From an optimization exercise on the open Yosys and OpenROAD flow, aimed at small area, a short achievable clock period and few clock cycles per item; shortcuts taken in it are not production practice.
Where RTL was checked, it was by simulation tests only, not by an equivalence proof against the original.

Design epoch_seconds_to_civil_date_top, start of the top module:
module epoch_seconds_to_civil_date_top (
	input  logic                                clk,
	input  logic                                arst_n,
	input  logic                                in_valid,
	output logic                                in_ready,
	input  logic signed [e2cd_pkg::SECS_W-1:0]  unix_seconds,
	output logic                                out_valid,
	input  logic                                out_ready,
	output logic signed [e2cd_pkg::YEAR_W-1:0]  year,
	output logic [e2cd_pkg::MONTH_W-1:0]        month,
	output logic [e2cd_pkg::DOM_W-1:0]          day_of_month,
	output logic [e2cd_pkg::WDAY_W-1:0]         weekday
);
For scale: ~2,700 cells after synthesis, roughly 250 flip-flops, about 27,000 sq um of cells after synthesis.
Settings: LEC_CHECK=0, ABC_AREA=1, CAP_MARGIN=20, CORE_MARGIN=2, CORE_UTILIZATION=35, SETUP_SLACK_MARGIN=3.6, SLEW_MARGIN=20; clock period 8.5 ns.
run.sh (not shown) runs the stock make flow with config.mk's settings and CLKGATE_MAP_FILE= SYNTH_SCRIPT=/design/flow/synth_recipe.tcl, a recipe that flattens the netlist after the stock synthesis.
The baseline finished with timing, DRC and antenna clean.
Testbench counts at the start, summed over its fixed seeds: cycles 32,048, items 32,000.
Rerun with:
- CORE_UTILIZATION: 35 -> 45
- The new run completed without violations
- utilization came out higher by 11 points
- clock skew rose by 0.010 ns
- setup slack is better by 0.019 ns
- design area goes down by 0.68%
- synthesized area does not change
Rerun with:
- SETUP_SLACK_MARGIN: 3.6 -> 3.0
After rerunning: The new run completed without violations; utilization falls by 2.4 points; design area falls by a few percent; setup slack degrades by 0.45 ns.
Rerun with:
- SETUP_SLACK_MARGIN: 3.0 -> 4.4
After rerunning: Setup slack gains 0.40 ns; final area grows by 13%.

---

Starting RTL as in the previous note.
clock: 8.5 ns
lec_check: 0
abc_area: 1
cap_margin: 20
core_margin: 2
core_utilization: 45
setup_slack_margin: 3.8
slew_margin: 20
The first run passed the timing, design-rule and antenna checks.
Testbench counts at the start, summed over its fixed seeds: cycles 32,048, items 32,000.
Edit:
- SETUP_SLACK_MARGIN: 3.8 -> 3.4
Outcome: The new run passed the timing, design-rule and antenna checks. First-iteration DRC count is lower by 3.1%. Register-to-register slack loses 90 ps. Via count is lower by 4.0%. Design area is lower by about 6.5%. Final cell count is lower by about 3.4%. Worst hold slack barely changes. Fmax is lower by 1.8%. Global-route usage is lower by 0.40 points. Routed wire length is lower by about 4%.
Edit:
- ABC_AREA: 1 -> default
- CORE_UTILIZATION: 45 -> 60
- SETUP_SLACK_MARGIN: 3.4 -> 3.0
=> The new run passed the timing, design-rule and antenna checks. Global-route usage rises by 5.5 points. Setup slack got worse by 590 ps. Synthesized area fell by a few percent. Non-clock buffer count is unchanged. Routed wire length went down by roughly a tenth. Critical path depth went down by 1. Register-to-register slack degrades by 590 ps. Clock-buffer cell count rises by 6.
Edit:
- CORE_UTILIZATION: 60 -> 45
Effect: Final cell count rose by a few percent. Routed wire length hardly moves. Utilization fell by 17 points. Sequential share of layout area fell by 0.32 points. Fmax rose slightly. Die area rose by a quarter to a third. Worst setup slack gets better by 28 ps. Synthesized area is unchanged. Synthesized cell count does not change. Count of clock-buffer cells in the layout fell by 5.
Edit:
- CORE_UTILIZATION: 45 -> 35
- SETUP_SLACK_MARGIN: 3.0 -> 3.6
What happened: The new run finished with timing, DRC and antenna clean. Die area is higher by a quarter to a third. Area after synthesis is unchanged. Register-to-register slack is better by 220 ps.

---

Setup of old:
epoch_seconds_to_civil_date_top, a different RTL version from the one above (not shown whole).
For scale: ~2800 cells after synthesis, roughly 290 flip-flops, ~90 I/O pins, about 29000 um^2 of cells after synthesis.
==> flow/config.mk <==
export PLATFORM = sky130hd
export DESIGN_NAME = epoch_seconds_to_civil_date_top
export DESIGN_NICKNAME = epoch_seconds_to_civil_date_top
export VERILOG_FILES = /design/flow/design.v
export SDC_FILE = /design/flow/constraint.sdc
export NUM_CORES = 4
export LEC_CHECK = 0
export ABC_AREA = 1
export CAP_MARGIN = 20
export CORE_MARGIN = 2
export CORE_UTILIZATION = 45
export SETUP_SLACK_MARGIN = 4.0
export SLEW_MARGIN = 20
==> flow/constraint.sdc <==
create_clock -name core_clock -period 8.5 [get_ports {clk}]
set_input_delay 1.7000 -clock core_clock [delete_from_list [all_inputs] [get_ports {clk}]]
set_output_delay 1.7000 -clock core_clock [all_outputs]
set_load 0.01 [all_outputs]
--- input diff old..new ---
diff --git a/flow/config.mk b/flow/config.mk
--- a/flow/config.mk
+++ b/flow/config.mk
@@ -10,4 +10,4 @@
 export CORE_MARGIN = 2
 export CORE_UTILIZATION = 45
-export SETUP_SLACK_MARGIN = 4.0
+export SETUP_SLACK_MARGIN = 3.6
 export SLEW_MARGIN = 20
[summary]
Min setup slack on the worst flop-to-flop path across old and new: new
Any difference in proportion of cell area occupied by multi-input gates between old and new is small enough to ignore.
Looking at routed wire length, new sits about 3.6% lower than old does.
Re worst setup timing slack at the placement stage: old and new aren't equal, and the higher value belongs to old.
Relative to old, fraction of met1 tracks used by global routing has gone down in new.
Worst setup path category: in -> out -> new, reg -> reg -> old
No run of this note included a check of the RTL's function; only the layout flow was run.

---

Setup of R:
epoch_seconds_to_civil_date_top with an RTL version that a note above also has.
Size in the first run: roughly 2700 cells after synthesis, roughly 250 flip-flops, roughly 90 I/O pins, ~0.027 mm^2 of cells after synthesis.
clock: 8.5 ns
lec_check: 0
abc_area: 1
cap_margin: 20
core_margin: 2
core_utilization: 55
setup_slack_margin: 3.6
slew_margin: 20
R closes out successfully: all stages finished, all timing, DRC and antenna checks passed.
Testbench counts of R, summed over its fixed seeds: cycles 32,048, items 32,000.
Inputs modified between R and T:
--- a/flow/config.mk
+++ b/flow/config.mk
@@ -11,2 +11,2 @@
-export CORE_UTILIZATION = 55
-export SETUP_SLACK_MARGIN = 3.6
+export CORE_UTILIZATION = 45
+export SETUP_SLACK_MARGIN = 4.0
--- outcome ---
The lower global-route usage came out of T. R → T: fraction of area in non-clock buffers increased 3.4 points; die outline height now larger. Number of global-route vias before repair on T is up relative to R. Re cell count after placement: R and T aren't equal, and the higher value belongs to T.

---

epoch_seconds_to_civil_date_top, a different RTL version from the one above (not shown whole).
Size in the first run: roughly 2600 cells after synthesis, ~27000 um^2 of cells after synthesis.
Settings: LEC_CHECK=0, ABC_AREA=1, CAP_MARGIN=20, CORE_MARGIN=2, CORE_UTILIZATION=55, SETUP_SLACK_MARGIN=3.4, SLEW_MARGIN=20; clock period 8.5 ns.
The first run finished clean.
Testbench counts at the start, summed over its fixed seeds: cycles 32,048, items 32,000.
Edit:
Settings changed: CTS_BUF_LIST set to sky130_fd_sc_hd__clkbuf_8, SETUP_SLACK_MARGIN 3.4 to 3.6.
Result: Clock-buffer cell count grows by 16; fmax grows by a few percent; area after synthesis is unchanged; wire length grows by a few percent.

---

Starting RTL as in the previous note.
clock: 8.5 ns
lec_check: 0
abc_area: 1
cap_margin: 0
core_margin: 2
core_utilization: 55
setup_slack_margin: 3.6
slew_margin: 0
Testbench counts at the start, summed over its fixed seeds: cycles 32,048, items 32,000.
Next try:
- CAP_MARGIN: 0 -> 20
- CORE_UTILIZATION: 55 -> 50
- SLEW_MARGIN: 0 -> 20
Global-route usage came out lower by 2.5 points.
Final area came out lower by about 0.7%.
Clock-buffer cell count stays the same.
Routed wire length came out higher by about 0.54%.
Setup slack got worse by 0.064 ns.
Via count barely changes.
Non-clock buffer count is unchanged.
Next try:
- CORE_UTILIZATION: 50 -> 45
Effect:
- sequential share of layout area drops by 0.28 points
Next try:
- CORE_UTILIZATION: 45 -> 55
- CTS_BUF_LIST: default -> sky130_fd_sc_hd__clkbuf_4
Outcome: Sequential cell count is unchanged; setup slack is worse by 0.047 ns; wire length climbs by about 2%; clock-buffer cell count climbs by 67; area after synthesis does not change; final area drops by 1.4%.
Next try:
- CORE_UTILIZATION: 55 -> 65
- CTS_BUF_LIST: sky130_fd_sc_hd__clkbuf_4 -> default
=> The changed run produced a clean layout; count of clock-buffer cells in the layout decreases by 67; wire length falls slightly; non-clock buffer count rises by 7; maximum frequency decreases slightly; first-iteration DRC count came out higher by roughly a tenth; design area barely changes; via count increases slightly; setup slack degrades by 0.037 ns.

---

== garnet ==
epoch_seconds_to_civil_date_top, a different RTL version from the one above (not shown whole).
Size in the first run: about 2600 cells after synthesis, roughly 240 flip-flops, about 28000 um2 of cells after synthesis.
Design epoch_seconds_to_civil_date_top, start of the top module:
module epoch_seconds_to_civil_date_top (
	input  logic                                clk,
	input  logic                                arst_n,
	input  logic                                in_valid,
	output logic                                in_ready,
	input  logic signed [e2cd_pkg::SECS_W-1:0]  unix_seconds,
	output logic                                out_valid,
	input  logic                                out_ready,
	output logic signed [e2cd_pkg::YEAR_W-1:0]  year,
	output logic [e2cd_pkg::MONTH_W-1:0]        month,
	output logic [e2cd_pkg::DOM_W-1:0]          day_of_month,
	output logic [e2cd_pkg::WDAY_W-1:0]         weekday
);
	localparam int NV = 5;    
	logic          adv;
	logic [NV-1:0] vld_q;
	logic          ov_q;
	logic [35:0]   out_q;
	assign adv = !ov_q || out_ready;
	assign in_ready = adv;
	logic [40:0] s_0;
	always_ff @(posedge clk) begin
		if (adv) begin
			s_0 <= unix_seconds[47:7];
		end
	end
	logic [14:0] q0_1;
	logic [27:0] ulo_1;
	logic ep_w1;
	logic ep_w2;
	logic ep_w3;
	logic ep_w4;
	logic ep_w5;
	logic ep_w6;
	logic ep_w7;
	logic ep_w8;
  ...
export LEC_CHECK = 0
export CAP_MARGIN = 20
export CORE_MARGIN = 2
export CORE_UTILIZATION = 55
export SETUP_SLACK_MARGIN = 3.0
export SLEW_MARGIN = 20
create_clock -name core_clock -period 8.5 [get_ports {clk}]
garnet ended with every stage complete and zero timing, DRC or antenna violations.
Relative to garnet, the following input files were edited for harbor:
Settings: a change of CORE_UTILIZATION from 55 to 35.
Each of the runs, namely harbor and garnet, reached the end of the flow and came out clean. The hold slack of harbor is higher than that of garnet. Compared with garnet, harbor shows HPWL after detailed placement lower by 4.1%. harbor vs. garnet: global router's overall resource usage fell by 9.4 points, first-iteration DRC count fell by 3.9%, maximum clock frequency rose by 1.7%. Fraction of standard cell area that is sequential (lower): harbor. [compare] base=garnet new=harbor: number of nets in the layout essentially unchanged, critical path required time decreased 0.10 ns. harbor reports its launching instance or port of the critical path as yc_4[2]$_DFFE_PP_ while garnet reports r_2[16]$_DFFE_PP_.
Function was not checked in any run of this note: the RTL went through the layout flow alone.

-- port drivers added, routing unchanged --
In the flow no input, the clock included, has a driving cell. The finished layouts below were timed again as built, in two steps. Step 1: set_driving_cell puts a clkbuf_16 on clk and a buf_2 on each other input, an assumption about the parent block. Step 2 also shifts input and output timing later by t, the mid clock arrival at the registers, as if the neighbouring blocks saw the same clock. Slacks: no drivers / after step 1 / after step 2; pairs: no drivers / after step 1.
| run | t, ns | setup WS [ns] | hold WS [ns] | latest minus earliest clock arrival (ns) |
|---|---|---|---|---|
| the first run of note 1 | 0.634 | 3.645 / 3.645 / 3.645 | 0.412 / 0.412 / 0.412 | 0.022 / 0.022 |
| the second run of note 1 | 0.641 | 3.665 / 3.665 / 3.665 | 0.417 / 0.417 / 0.417 | 0.032 / 0.032 |
| the third run of note 1 | 0.631 | 3.211 / 3.211 / 3.211 | 0.414 / 0.414 / 0.414 | 0.015 / 0.015 |
| the fourth run of note 1 | 0.591 | 3.606 / 3.606 / 3.606 | 0.410 / 0.410 / 0.410 | 0.026 / 0.025 |
| the first run of note 2 | 0.646 | 3.679 / 3.679 / 3.679 | 0.416 / 0.416 / 0.416 | 0.027 / 0.028 |
| the second run of note 2 | 0.643 | 3.592 / 3.574 / 3.574 | 0.417 / 0.417 / 0.417 | 0.035 / 0.035 |
| the third run of note 2 | 0.623 | 3.006 / 3.006 / 3.006 | 0.417 / 0.417 / 0.417 | 0.031 / 0.031 |
| the fourth run of note 2 | 0.637 | 3.033 / 3.033 / 3.033 | 0.416 / 0.416 / 0.416 | 0.018 / 0.018 |
| the fifth run of note 2 | 0.638 | 3.252 / 3.252 / 3.252 | 0.412 / 0.412 / 0.412 | 0.027 / 0.026 |
| old | 0.603 | 3.924 / 3.924 / 3.924 | 0.409 / 0.409 / 0.409 | 0.019 / 0.019 |
| new | 0.596 | 3.665 / 3.642 / 3.642 | 0.416 / 0.416 / 0.416 | 0.020 / 0.020 |
| R | 0.651 | 3.668 / 3.656 / 3.656 | 0.414 / 0.414 / 0.414 | 0.012 / 0.013 |
| T | 0.641 | 3.590 / 3.590 / 3.590 | 0.407 / 0.407 / 0.407 | 0.022 / 0.021 |
| the first run of note 5 | 0.633 | 3.504 / 3.504 / 3.504 | 0.413 / 0.413 / 0.413 | 0.015 / 0.016 |
| the second run of note 5 | 0.681 | 3.665 / 3.665 / 3.665 | 0.408 / 0.408 / 0.408 | 0.025 / 0.025 |
| the first run of note 6 | 0.633 | 3.719 / 3.719 / 3.719 | 0.414 / 0.414 / 0.414 | 0.016 / 0.016 |
| the second run of note 6 | 0.633 | 3.656 / 3.630 / 3.630 | 0.397 / 0.397 / 0.397 | 0.025 / 0.025 |
| the third run of note 6 | 0.629 | 3.708 / 3.708 / 3.708 | 0.412 / 0.412 / 0.412 | 0.024 / 0.024 |
| the fourth run of note 6 | 0.859 | 3.661 / 3.661 / 3.661 | 0.410 / 0.410 / 0.410 | 0.054 / 0.054 |
| the fifth run of note 6 | 0.629 | 3.623 / 3.623 / 3.623 | 0.413 / 0.413 / 0.413 | 0.025 / 0.025 |
| garnet | 0.631 | 3.069 / 3.069 / 3.069 | 0.400 / 0.400 / 0.400 | 0.033 / 0.033 |
| harbor | 0.641 | 3.158 / 3.158 / 3.158 | 0.418 / 0.418 / 0.418 | 0.020 / 0.020 |
After both steps setup and hold are still met in every run listed. The setup slack of the second run of note 6, which loses most, moves by -0.026 ns with the drivers and by -0.026 ns with both steps.
